Background: an optimization exercise with open tools, aiming at a short achievable clock period and few clock cycles. Do not read the settings as production practice. Where RTL was checked, it was by simulation tests only, not by an equivalence proof against the original. Power is estimated from default activity; no workload was simulated.

==> tundra: inputs <==
==> flow/design.v <==
`timescale 1ns/1ps
module alu (
	input  logic [31:0] a,
	input  logic [31:0] b,
	input  logic        selAdd,    
	input  logic        selSub,    
	input  logic        selAnd,
	input  logic        selOr,
	input  logic        selXor,
	input  logic        selSlt,    
	input  logic        selSll,    
	input  logic        selSrl,    
	input  logic        selSra,    
	output logic [31:0] sum,       
	output logic [31:0] result
);
	logic [31:0] diff;
	logic        lessThan;
	logic [31:0] shl, shr;
	logic [32:0] shrWide;
	assign sum      = a + b;
	assign diff     = a - b;
	assign lessThan = $signed(a) < $signed(b);
	assign shl      = b << a[4:0];
	assign shrWide  = $signed({selSra & b[31], b}) >>> a[4:0];
	assign shr      = shrWide[31:0];
	assign result = ({32{selAdd}} & sum)
	              | ({32{selSub}} & diff)
	              | ({32{selAnd}} & (a & b))
	              | ({32{selOr}}  & (a | b))
	              | ({32{selXor}} & (a ^ b))
	              | ({32{selSlt}} & {31'b0, lessThan})
	              | ({32{selSll}} & shl)
	              | ({32{selSrl | selSra}} & shr);
endmodule
`timescale 1ns/1ps
module regFile (
	input  logic        clk,
	input  logic        rst,
	input  logic [4:0]  readAddrA,
	input  logic [4:0]  readAddrB,
	input  logic        we0,
	input  logic [4:0]  wa0,
	input  logic [31:0] wd0,
	input  logic        we1,
	input  logic [4:0]  wa1,
	input  logic [31:0] wd1,
	output logic [31:0] readDataA,
	output logic [31:0] readDataB
);
	logic [31:0]      regs [1:31];
	logic [32*32-1:0] flat;
	always_ff @(posedge clk) begin
		for (int i = 1; i < 32; i++) begin
			if (rst) begin
				regs[i] <= '0;
			end else if (we0 && wa0 == 5'(i)) begin
				regs[i] <= wd0;
			end else if (we1 && wa1 == 5'(i)) begin
				regs[i] <= wd1;
			end
		end
	end
	assign flat[31:0] = '0;
	for (genvar i = 1; i < 32; i++) begin : gFlat
		assign flat[32*i +: 32] = regs[i];
	end
	assign readDataA = flat[32*readAddrA +: 32];
	assign readDataB = flat[32*readAddrB +: 32];
endmodule
`timescale 1ns/1ps
module mipsCore
#(
	parameter int dataWidth = 32,
	parameter int addrWidth = 10
) (
	input  logic                 clk,
	input  logic                 rst,
	output logic [addrWidth-1:0] memAddr,
	output logic [dataWidth-1:0] memWdata,
	output logic                 memWe,
	input  logic [dataWidth-1:0] memRdata
);
	localparam int NQ = 2;
	logic [9:0]  fpc;         
	logic        fv;          
	logic [9:0]  fpc1;        
	logic        qv [NQ];
	logic [31:0] qi [NQ];
	logic [9:0]  qt [NQ];     
	logic        eWr;         
	logic        eLd;         
	logic        eSt;
	logic        eBeq;
	logic [4:0]  eDst;
	logic [31:0] eA, eB, eSD;
	logic [9:0]  eTgt;
	logic        eAdd, eSub, eAnd, eOr, eXor, eSlt, eSll, eSrl, eSra;
	logic        mLd, mSt;
	logic [4:0]  mDst;
	logic [9:0]  mAddr;
	logic [31:0] mData;
	logic        wLd;
	logic [4:0]  wDst;
	logic [31:0] aluRes, aluSum;
	logic        flushE;
	alu alu_inst (
		.a(eA), .b(eB),
		.selAdd(eAdd), .selSub(eSub), .selAnd(eAnd), .selOr(eOr), .selXor(eXor),
		.selSlt(eSlt), .selSll(eSll), .selSrl(eSrl), .selSra(eSra),
		.sum(aluSum), .result(aluRes)
	);
	assign flushE = eBeq && (eA == eB);
	logic [31:0] dIr;
	logic [31:0] rfA, rfB;
	assign dIr = qi[0];
	regFile regFile_inst (
		.clk(clk), .rst(rst),
		.readAddrA(dIr[25:21]), .readAddrB(dIr[20:16]),
		.we0(eWr), .wa0(eDst), .wd0(aluRes),
		.we1(wLd), .wa1(wDst), .wd1(memRdata),
		.readDataA(rfA), .readDataB(rfB)
	);
	logic [5:0]  dOp, dFn;
	logic [4:0]  dRs, dRt, dRd;
	logic        dR, dAddi, dSlti, dAndi, dOri, dXori, dLw, dSw, dBeq;
	logic        dShift, dZext, dUsesRt, dWr, dLd;
	logic [4:0]  dDst;
	logic [31:0] dRsVal, dRtVal, dImm, dA, dB;
	logic        stall, dAdv;
	assign dOp = dIr[31:26];
	assign dFn = dIr[5:0];
	assign dRs = dIr[25:21];
	assign dRt = dIr[20:16];
	assign dRd = dIr[15:11];
	assign dR    = (dOp == 6'b000000);
	assign dAddi = (dOp == 6'b001000);
	assign dSlti = (dOp == 6'b001010);
	assign dAndi = (dOp == 6'b001100);
	assign dOri  = (dOp == 6'b001101);
	assign dXori = (dOp == 6'b001110);
	assign dLw   = (dOp == 6'b100011);
	assign dSw   = (dOp == 6'b101011);
	assign dBeq  = (dOp == 6'b000100);
	assign dShift  = dR && !dFn[5];
	assign dZext   = dAndi || dOri || dXori;
	assign dUsesRt = dR || dSw || dBeq;
	assign dDst    = dR ? dRd : dRt;
	assign dWr     = (dR || dAddi || dSlti || dZext) && (dDst != 5'd0);
	assign dLd     = dLw && (dRt != 5'd0);
	assign dImm    = {{16{dIr[15] & !dZext}}, dIr[15:0]};
	assign stall = qv[0] && (
		(eLd && eDst == dRs) || (mLd && mDst == dRs) ||
		(dUsesRt && ((eLd && eDst == dRt) || (mLd && mDst == dRt))));
	assign dAdv = qv[0] && !stall && !flushE;
	always_comb begin
		if (eWr && eDst == dRs)      dRsVal = aluRes;
		else if (wLd && wDst == dRs) dRsVal = memRdata;
		else                         dRsVal = rfA;
		if (eWr && eDst == dRt)      dRtVal = aluRes;
		else if (wLd && wDst == dRt) dRtVal = memRdata;
		else                         dRtVal = rfB;
	end
	assign dA = dShift ? {27'b0, dIr[10:6]} : dRsVal;
	assign dB = (dR || dBeq) ? dRtVal : dImm;
	always_ff @(posedge clk) begin
		if (rst || !dAdv) begin
			eWr  <= 1'b0;
			eLd  <= 1'b0;
			eSt  <= 1'b0;
			eBeq <= 1'b0;
		end else begin
			eWr  <= dWr;
			eLd  <= dLd;
			eSt  <= dSw;
			eBeq <= dBeq;
		end
		eDst <= dLd ? dRt : dDst;
		eA   <= dA;
		eB   <= dB;
		eSD  <= dRtVal;
		eTgt <= qt[0];
		eAdd <= (dR && (dFn == 6'b100000 || !(dFn == 6'b100010 || dFn == 6'b100100 || dFn == 6'b100101 ||
			dFn == 6'b100110 || dFn == 6'b101010 || dShift))) || dAddi || dLw || dSw;
		eSub <= dR && dFn == 6'b100010;
		eAnd <= (dR && dFn == 6'b100100) || dAndi;
		eOr  <= (dR && dFn == 6'b100101) || dOri;
		eXor <= (dR && dFn == 6'b100110) || dXori;
		eSlt <= (dR && dFn == 6'b101010) || dSlti;
		eSll <= dShift && dFn[1:0] == 2'b00;
		eSrl <= dShift && dFn[1:0] == 2'b10;
		eSra <= dShift && dFn[1:0] == 2'b11;
	end
	always_ff @(posedge clk) begin
		if (rst) begin
			mLd <= 1'b0;
			mSt <= 1'b0;
			wLd <= 1'b0;
		end else begin
			mLd <= eLd;
			mSt <= eSt;
			wLd <= mLd && !(eWr && eDst == mDst);
		end
		mDst  <= eDst;
		mAddr <= aluSum[11:2];
		mData <= eSD;
		wDst  <= mDst;
	end
	logic portBusy;
	assign portBusy = mLd || mSt;
	assign memAddr  = portBusy ? mAddr : fpc;
	assign memWe    = mSt;
	assign memWdata = mData;
	logic [5:0]  aOp;
	logic        aJ, aBeq, aSame, aImmZ, aDrop, aRedir, arrive;
	logic [9:0]  aTgtB, aTgt;
	assign aOp    = memRdata[31:26];
	assign aJ     = (aOp == 6'b000010);
	assign aBeq   = (aOp == 6'b000100);
	assign aSame  = (memRdata[25:21] == memRdata[20:16]);
	assign aImmZ  = (memRdata[15:0] == 16'd0);
	assign aTgtB  = fpc1 + memRdata[9:0];
	assign aTgt   = aJ ? memRdata[9:0] : aTgtB;
	assign aDrop  = aJ || (aBeq && (aSame || aImmZ));
	assign aRedir = fv && !flushE && ((aJ && memRdata[9:0] != fpc1) || (aBeq && aSame && !aImmZ));
	assign arrive = fv && !flushE && !aDrop;
	logic [1:0] occ;
	logic       issue;
	always_comb begin
		occ = '0;
		for (int i = 0; i < NQ; i++) occ = occ + 2'(qv[i]);
	end
	assign issue = !portBusy && ({1'b0, occ} + 3'(fv) - 3'(dAdv) < 3'(NQ));
	always_ff @(posedge clk) begin
		if (rst) begin
			fpc <= '0;
			fv  <= 1'b0;
		end else if (flushE) begin
			fpc <= eTgt;
			fv  <= 1'b0;
		end else if (aRedir) begin
			fpc <= aTgt;
			fv  <= 1'b0;
		end else if (issue) begin
			fpc <= fpc + 10'd1;
			fv  <= 1'b1;
		end else begin
			fv  <= 1'b0;
		end
		if (issue) fpc1 <= fpc + 10'd1;
	end
	logic        sv [NQ];
	logic [31:0] si [NQ];
	logic [9:0]  st [NQ];
	always_comb begin
		for (int i = 0; i < NQ; i++) begin
			if (dAdv) begin
				sv[i] = (i + 1 < NQ) ? qv[(i + 1) % NQ] : 1'b0;
				si[i] = qi[(i + 1) % NQ];
				st[i] = qt[(i + 1) % NQ];
			end else begin
				sv[i] = qv[i];
				si[i] = qi[i];
				st[i] = qt[i];
			end
		end
	end
	always_ff @(posedge clk) begin
		for (int i = 0; i < NQ; i++) begin
			if (rst || flushE) begin
				qv[i] <= 1'b0;
			end else begin
				qv[i] <= sv[i] || (arrive && (i == 0 || sv[(i + NQ - 1) % NQ]) && !sv[i]);
			end
			if (arrive && !sv[i] && (i == 0 || sv[(i + NQ - 1) % NQ])) begin
				qi[i] <= memRdata;
				qt[i] <= aTgtB;
			end else begin
				qi[i] <= si[i];
				qt[i] <= st[i];
			end
		end
	end
endmodule
==> flow/run.sh <==
#!/bin/bash
# synth_recipe.tcl (not shown) runs the flow's synth.tcl, then flattens the netlist and writes it again
# the make line also repeats each setting of config.mk as NAME=value (left out here)
make -C /OpenROAD-flow-scripts/flow DESIGN_CONFIG=/design/flow/config.mk WORK_HOME=/design/flow/orfs CLKGATE_MAP_FILE= SYNTH_SCRIPT=/design/flow/synth_recipe.tcl finish
==> flow/config.mk <==
export PLATFORM = sky130hd
export DESIGN_NAME = mipsCore
export DESIGN_NICKNAME = mipsCore
export VERILOG_FILES = /design/flow/design.v
export SDC_FILE = /design/flow/constraint.sdc
export NUM_CORES = 4
export LEC_CHECK = 0
export ABC_CLOCK_PERIOD_IN_PS = 3000
export CAP_MARGIN = 20
export CORE_MARGIN = 2
export CORE_UTILIZATION = 40
export SETUP_SLACK_MARGIN = 4.0
export SLEW_MARGIN = 20
==> flow/constraint.sdc <==
create_clock -name core_clock -period 7.5 [get_ports {clk}]
set_input_delay 1.5000 -clock core_clock [delete_from_list [all_inputs] [get_ports {clk}]]
set_output_delay 1.5000 -clock core_clock [all_outputs]
set_load 0.01 [all_outputs]
==> yarrow (differences from tundra) <==
--- a/flow/design.v
+++ b/flow/design.v
@@ -83,7 +83,19 @@
 );
 	localparam int NQ = 2;
+	localparam int CW = 4;
+	localparam int CN = 1 << CW;
 	logic [9:0]  fpc;         
 	logic        fv;          
 	logic [9:0]  fpc1;        
+	logic [9:0]  fpcA;        
+	logic        fc;          
+	logic [31:0] fcw;         
+	logic              cv   [CN];
+	logic [9-CW:0]     ctag [CN];
+	logic [31:0]       cdat [CN];
+	logic              cred [CN];
+	logic [9:0]        ctgt [CN];
+	logic              cnr  [CN];
+	logic [9:0]        cntg [CN];
 	logic        qv [NQ];
 	logic [31:0] qi [NQ];
@@ -97,7 +109,10 @@
 	logic [9:0]  eTgt;
 	logic        eAdd, eSub, eAnd, eOr, eXor, eSlt, eSll, eSrl, eSra;
+	logic        xWr;
+	logic [4:0]  xDst;
+	logic [31:0] xRes;
 	logic        mLd, mSt;
 	logic [4:0]  mDst;
-	logic [9:0]  mAddr;
+	logic [9:0]  memAddrQ;
 	logic [31:0] mData;
 	logic        wLd;
@@ -111,5 +126,14 @@
 		.sum(aluSum), .result(aluRes)
 	);
-	assign flushE = eBeq && (eA == eB);
+	assign flushE = eBeq && ((eA ^ eB) == 32'd0);
+	always_ff @(posedge clk) begin
+		if (rst) begin
+			xWr <= 1'b0;
+		end else begin
+			xWr <= eWr;
+		end
+		xDst <= eDst;
+		xRes <= aluRes;
+	end
 	logic [31:0] dIr;
 	logic [31:0] rfA, rfB;
@@ -118,5 +142,5 @@
 		.clk(clk), .rst(rst),
 		.readAddrA(dIr[25:21]), .readAddrB(dIr[20:16]),
-		.we0(eWr), .wa0(eDst), .wd0(aluRes),
+		.we0(xWr), .wa0(xDst), .wd0(xRes),
 		.we1(wLd), .wa1(wDst), .wd1(memRdata),
 		.readDataA(rfA), .readDataB(rfB)
@@ -125,8 +149,8 @@
 	logic [4:0]  dRs, dRt, dRd;
 	logic        dR, dAddi, dSlti, dAndi, dOri, dXori, dLw, dSw, dBeq;
-	logic        dShift, dZext, dUsesRt, dWr, dLd;
+	logic        dShift, dZext, dUsesRt, dWr, dLd, dBReg;
 	logic [4:0]  dDst;
-	logic [31:0] dRsVal, dRtVal, dImm, dA, dB;
-	logic        stall, dAdv;
+	logic [31:0] dImm, dA, dB, dSD;
+	logic        stall, dAdvNF, dAdv;
 	assign dOp = dIr[31:26];
 	assign dFn = dIr[5:0];
@@ -146,4 +170,5 @@
 	assign dZext   = dAndi || dOri || dXori;
 	assign dUsesRt = dR || dSw || dBeq;
+	assign dBReg   = dR || dBeq;
 	assign dDst    = dR ? dRd : dRt;
 	assign dWr     = (dR || dAddi || dSlti || dZext) && (dDst != 5'd0);
@@ -153,15 +178,19 @@
 		(eLd && eDst == dRs) || (mLd && mDst == dRs) ||
 		(dUsesRt && ((eLd && eDst == dRt) || (mLd && mDst == dRt))));
-	assign dAdv = qv[0] && !stall && !flushE;
-	always_comb begin
-		if (eWr && eDst == dRs)      dRsVal = aluRes;
-		else if (wLd && wDst == dRs) dRsVal = memRdata;
-		else                         dRsVal = rfA;
-		if (eWr && eDst == dRt)      dRtVal = aluRes;
-		else if (wLd && wDst == dRt) dRtVal = memRdata;
-		else                         dRtVal = rfB;
-	end
-	assign dA = dShift ? {27'b0, dIr[10:6]} : dRsVal;
-	assign dB = (dR || dBeq) ? dRtVal : dImm;
+	assign dAdvNF = qv[0] && !stall;
+	assign dAdv   = dAdvNF && !flushE;
+	logic rsE, rsX, rsW, rtE, rtX, rtW;
+	assign rsE = eWr && eDst == dRs;
+	assign rsX = !rsE && xWr && xDst == dRs;
+	assign rsW = !rsE && !rsX && wLd && wDst == dRs;
+	assign rtE = eWr && eDst == dRt;
+	assign rtX = !rtE && xWr && xDst == dRt;
+	assign rtW = !rtE && !rtX && wLd && wDst == dRt;
+	logic [31:0] rsOld, rtOld;
+	assign rsOld = rsX ? xRes : rsW ? memRdata : rfA;
+	assign rtOld = rtX ? xRes : rtW ? memRdata : rfB;
+	assign dA  = dShift ? {27'b0, dIr[10:6]} : (({32{rsE}} & aluRes) | ({32{!rsE}} & rsOld));
+	assign dB  = !dBReg ? dImm : (({32{rtE}} & aluRes) | ({32{!rtE}} & rtOld));
+	assign dSD = ({32{rtE}} & aluRes) | ({32{!rtE}} & rtOld);
 	always_ff @(posedge clk) begin
 		if (rst || !dAdv) begin
@@ -179,5 +208,5 @@
 		eA   <= dA;
 		eB   <= dB;
-		eSD  <= dRtVal;
+		eSD  <= dSD;
 		eTgt <= qt[0];
 		eAdd <= (dR && (dFn == 6'b100000 || !(dFn == 6'b100010 || dFn == 6'b100100 || dFn == 6'b100101 ||
@@ -200,8 +229,7 @@
 			mLd <= eLd;
 			mSt <= eSt;
-			wLd <= mLd && !(eWr && eDst == mDst);
+			wLd <= mLd;
 		end
 		mDst  <= eDst;
-		mAddr <= aluSum[11:2];
 		mData <= eSD;
 		wDst  <= mDst;
@@ -209,44 +237,97 @@
 	logic portBusy;
 	assign portBusy = mLd || mSt;
-	assign memAddr  = portBusy ? mAddr : fpc;
+	assign memAddr  = memAddrQ;
 	assign memWe    = mSt;
 	assign memWdata = mData;
 	logic [5:0]  aOp;
-	logic        aJ, aBeq, aSame, aImmZ, aDrop, aRedir, arrive;
+	logic        aJ, aBeq, aSame, aImmZ, aDrop, aRedirW, aRedir, arrive;
 	logic [9:0]  aTgtB, aTgt;
-	assign aOp    = memRdata[31:26];
-	assign aJ     = (aOp == 6'b000010);
-	assign aBeq   = (aOp == 6'b000100);
-	assign aSame  = (memRdata[25:21] == memRdata[20:16]);
-	assign aImmZ  = (memRdata[15:0] == 16'd0);
-	assign aTgtB  = fpc1 + memRdata[9:0];
-	assign aTgt   = aJ ? memRdata[9:0] : aTgtB;
-	assign aDrop  = aJ || (aBeq && (aSame || aImmZ));
-	assign aRedir = fv && !flushE && ((aJ && memRdata[9:0] != fpc1) || (aBeq && aSame && !aImmZ));
-	assign arrive = fv && !flushE && !aDrop;
+	logic [31:0] aw;
+	assign aw      = fc ? fcw : memRdata;
+	assign aOp     = aw[31:26];
+	assign aJ      = (aOp == 6'b000010);
+	assign aBeq    = (aOp == 6'b000100);
+	assign aSame   = (aw[25:21] == aw[20:16]);
+	assign aImmZ   = (aw[15:0] == 16'd0);
+	assign aTgtB   = fpc1 + aw[9:0];
+	assign aTgt    = aJ ? aw[9:0] : aTgtB;
+	assign aDrop   = aJ || (aBeq && (aSame || aImmZ));
+	assign aRedirW = (aJ && aw[9:0] != fpc1) || (aBeq && aSame && !aImmZ);
+	assign aRedir  = fv && aRedirW;
+	assign arrive  = fv && !aDrop;
+	logic [CW-1:0] hIdx;
+	logic          hit, hRedir;
+	assign hIdx   = fpc[CW-1:0];
+	assign hit    = cv[hIdx] && ctag[hIdx] == fpc[9:CW];
+	assign hRedir = hit && cred[hIdx];
+	logic [9:0]    pA;
+	logic [CW-1:0] pIdx;
+	logic          pHit;
+	assign pA   = fpcA - 10'd1;
+	assign pIdx = pA[CW-1:0];
+	assign pHit = cv[pIdx] && ctag[pIdx] == pA[9:CW];
+	logic fill;
+	assign fill = fv && !fc;
+	always_ff @(posedge clk) begin
+		for (int i = 0; i < CN; i++) begin
+			if (rst) begin
+				cv[i] <= 1'b0;
+			end else if (fill && !fpcA[9] && fpcA[CW-1:0] == CW'(i)) begin
+				cv[i] <= 1'b1;
+			end
+			if (fill && fpcA[CW-1:0] == CW'(i)) begin
+				ctag[i] <= fpcA[9:CW];
+				cdat[i] <= memRdata;
+				cred[i] <= aRedirW;
+				ctgt[i] <= aTgt;
+				cnr[i]  <= 1'b0;
+			end else if (fill && aRedirW && pHit && pIdx == CW'(i)) begin
+				cnr[i]  <= 1'b1;
+				cntg[i] <= aTgt;
+			end
+		end
+	end
 	logic [1:0] occ;
 	logic       issue;
+	logic [9:0] fpcN;
+	logic       fvN;
 	always_comb begin
 		occ = '0;
 		for (int i = 0; i < NQ; i++) occ = occ + 2'(qv[i]);
 	end
-	assign issue = !portBusy && ({1'b0, occ} + 3'(fv) - 3'(dAdv) < 3'(NQ));
+	assign issue = (hit || !portBusy) && ({1'b0, occ} + 3'(fv) - 3'(dAdvNF) < 3'(NQ));
+	logic [9:0] fpcNoFlush;
+	always_comb begin
+		if (aRedir) begin
+			fpcNoFlush = aTgt;
+			fvN        = 1'b0;
+		end else if (hRedir) begin
+			fpcNoFlush = ctgt[hIdx];
+			fvN        = 1'b0;
+		end else if (issue) begin
+			fpcNoFlush = (hit && cnr[hIdx]) ? cntg[hIdx] : fpc + 10'd1;
+			fvN        = 1'b1;
+		end else begin
+			fpcNoFlush = fpc;
+			fvN        = 1'b0;
+		end
+		fpcN = flushE ? eTgt : fpcNoFlush;
+	end
 	always_ff @(posedge clk) begin
 		if (rst) begin
-			fpc <= '0;
-			fv  <= 1'b0;
-		end else if (flushE) begin
-			fpc <= eTgt;
-			fv  <= 1'b0;
-		end else if (aRedir) begin
-			fpc <= aTgt;
-			fv  <= 1'b0;
-		end else if (issue) begin
-			fpc <= fpc + 10'd1;
-			fv  <= 1'b1;
+			fpc      <= '0;
+			fv       <= 1'b0;
+			memAddrQ <= '0;
 		end else begin
-			fv  <= 1'b0;
+			fpc      <= fpcN;
+			fv       <= fvN && !flushE;
+			memAddrQ <= (eLd || eSt) ? aluSum[11:2] : fpcN;
+		end
+		if (issue) begin
+			fpc1 <= fpc + 10'd1;
+			fpcA <= fpc;
+			fc   <= hit;
+			fcw  <= cdat[hIdx];
 		end
-		if (issue) fpc1 <= fpc + 10'd1;
 	end
 	logic        sv [NQ];
@@ -255,5 +336,5 @@
 	always_comb begin
 		for (int i = 0; i < NQ; i++) begin
-			if (dAdv) begin
+			if (dAdvNF) begin
 				sv[i] = (i + 1 < NQ) ? qv[(i + 1) % NQ] : 1'b0;
 				si[i] = qi[(i + 1) % NQ];
@@ -274,5 +355,5 @@
 			end
 			if (arrive && !sv[i] && (i == 0 || sv[(i + NQ - 1) % NQ])) begin
-				qi[i] <= memRdata;
+				qi[i] <= aw;
 				qt[i] <= aTgtB;
 			end else begin
--- a/flow/config.mk
+++ b/flow/config.mk
@@ -6,8 +6,8 @@
 export NUM_CORES = 4
 export LEC_CHECK = 0
-export ABC_CLOCK_PERIOD_IN_PS = 3000
+export ABC_CLOCK_PERIOD_IN_PS = 2000
 export CAP_MARGIN = 20
 export CORE_MARGIN = 2
-export CORE_UTILIZATION = 40
-export SETUP_SLACK_MARGIN = 4.0
+export CORE_UTILIZATION = 50
+export SETUP_SLACK_MARGIN = 4.6
 export SLEW_MARGIN = 20
==> results.txt <==
status=finished clean; clock power share=0.233; top power group=combinational logic; die area=about 0.21 mm²; number of global-route vias before repair=71100; met3 wire length=55.7 mm; CTS buffer count=148; library cells used by synthesis=~110; CP endpoint=fpc[5]$_SDFFE_PP0P_; met2 WL=164 mm
the above is filed under tundra

==> results.txt <==
status=finished clean; CTS tree=done; library cells used by synthesis=82; clock power share=0.389; die area=between 0.2 and 0.25 mm²; Data buffer area share=0.0889; M1 wire length=188 mm; CP endpoint=cntg[2][9]$_DFFE_PP_; Tap Cells=approximately 3200; met3 wire length=between 60 and 70 mm; CTS buffer count=275
the above is filed under yarrow

Testbench counts of tundra, summed over its fixed seeds: cycles 69,071.
Only the layout flow was run in yarrow; the RTL was not checked for function there.

afterwards: timing with drivers on the ports:
Ports are ideal in the flow. The routed layouts listed here were re-timed in OpenROAD.
Step 1, drivers: a clkbuf_16 drives clk and a buf_2 each remaining input, both assumed.
Step 2 adds t to the input delays and takes it off the output delays; t is the mean of the earliest and latest rising clock arrival at the registers after step 1. Input paths then give back, and output paths get back, about the clock's delay inside the block.
Slacks: ideal / step 1 / step 2; pairs: ideal / step 1.
| run | shift t [ns] | setup WS [ns] | worst setup path after step 2 | worst register clock-pin slew, ns | cell pins on the clock port's net |
|---|---|---|---|---|---|
| tundra | 0.913 | 3.692 / 3.692 / 2.793 | input to register | 0.07 / 0.07 | 1 |
| yarrow | 1.044 | 3.066 / 3.066 / 2.068 | input to register | 0.07 / 0.07 | 1 |
After both steps setup and hold are still met in every run listed. For yarrow, which loses most, drivers alone change the setup slack by 0.000 ns; drivers and shift together by -0.998 ns.
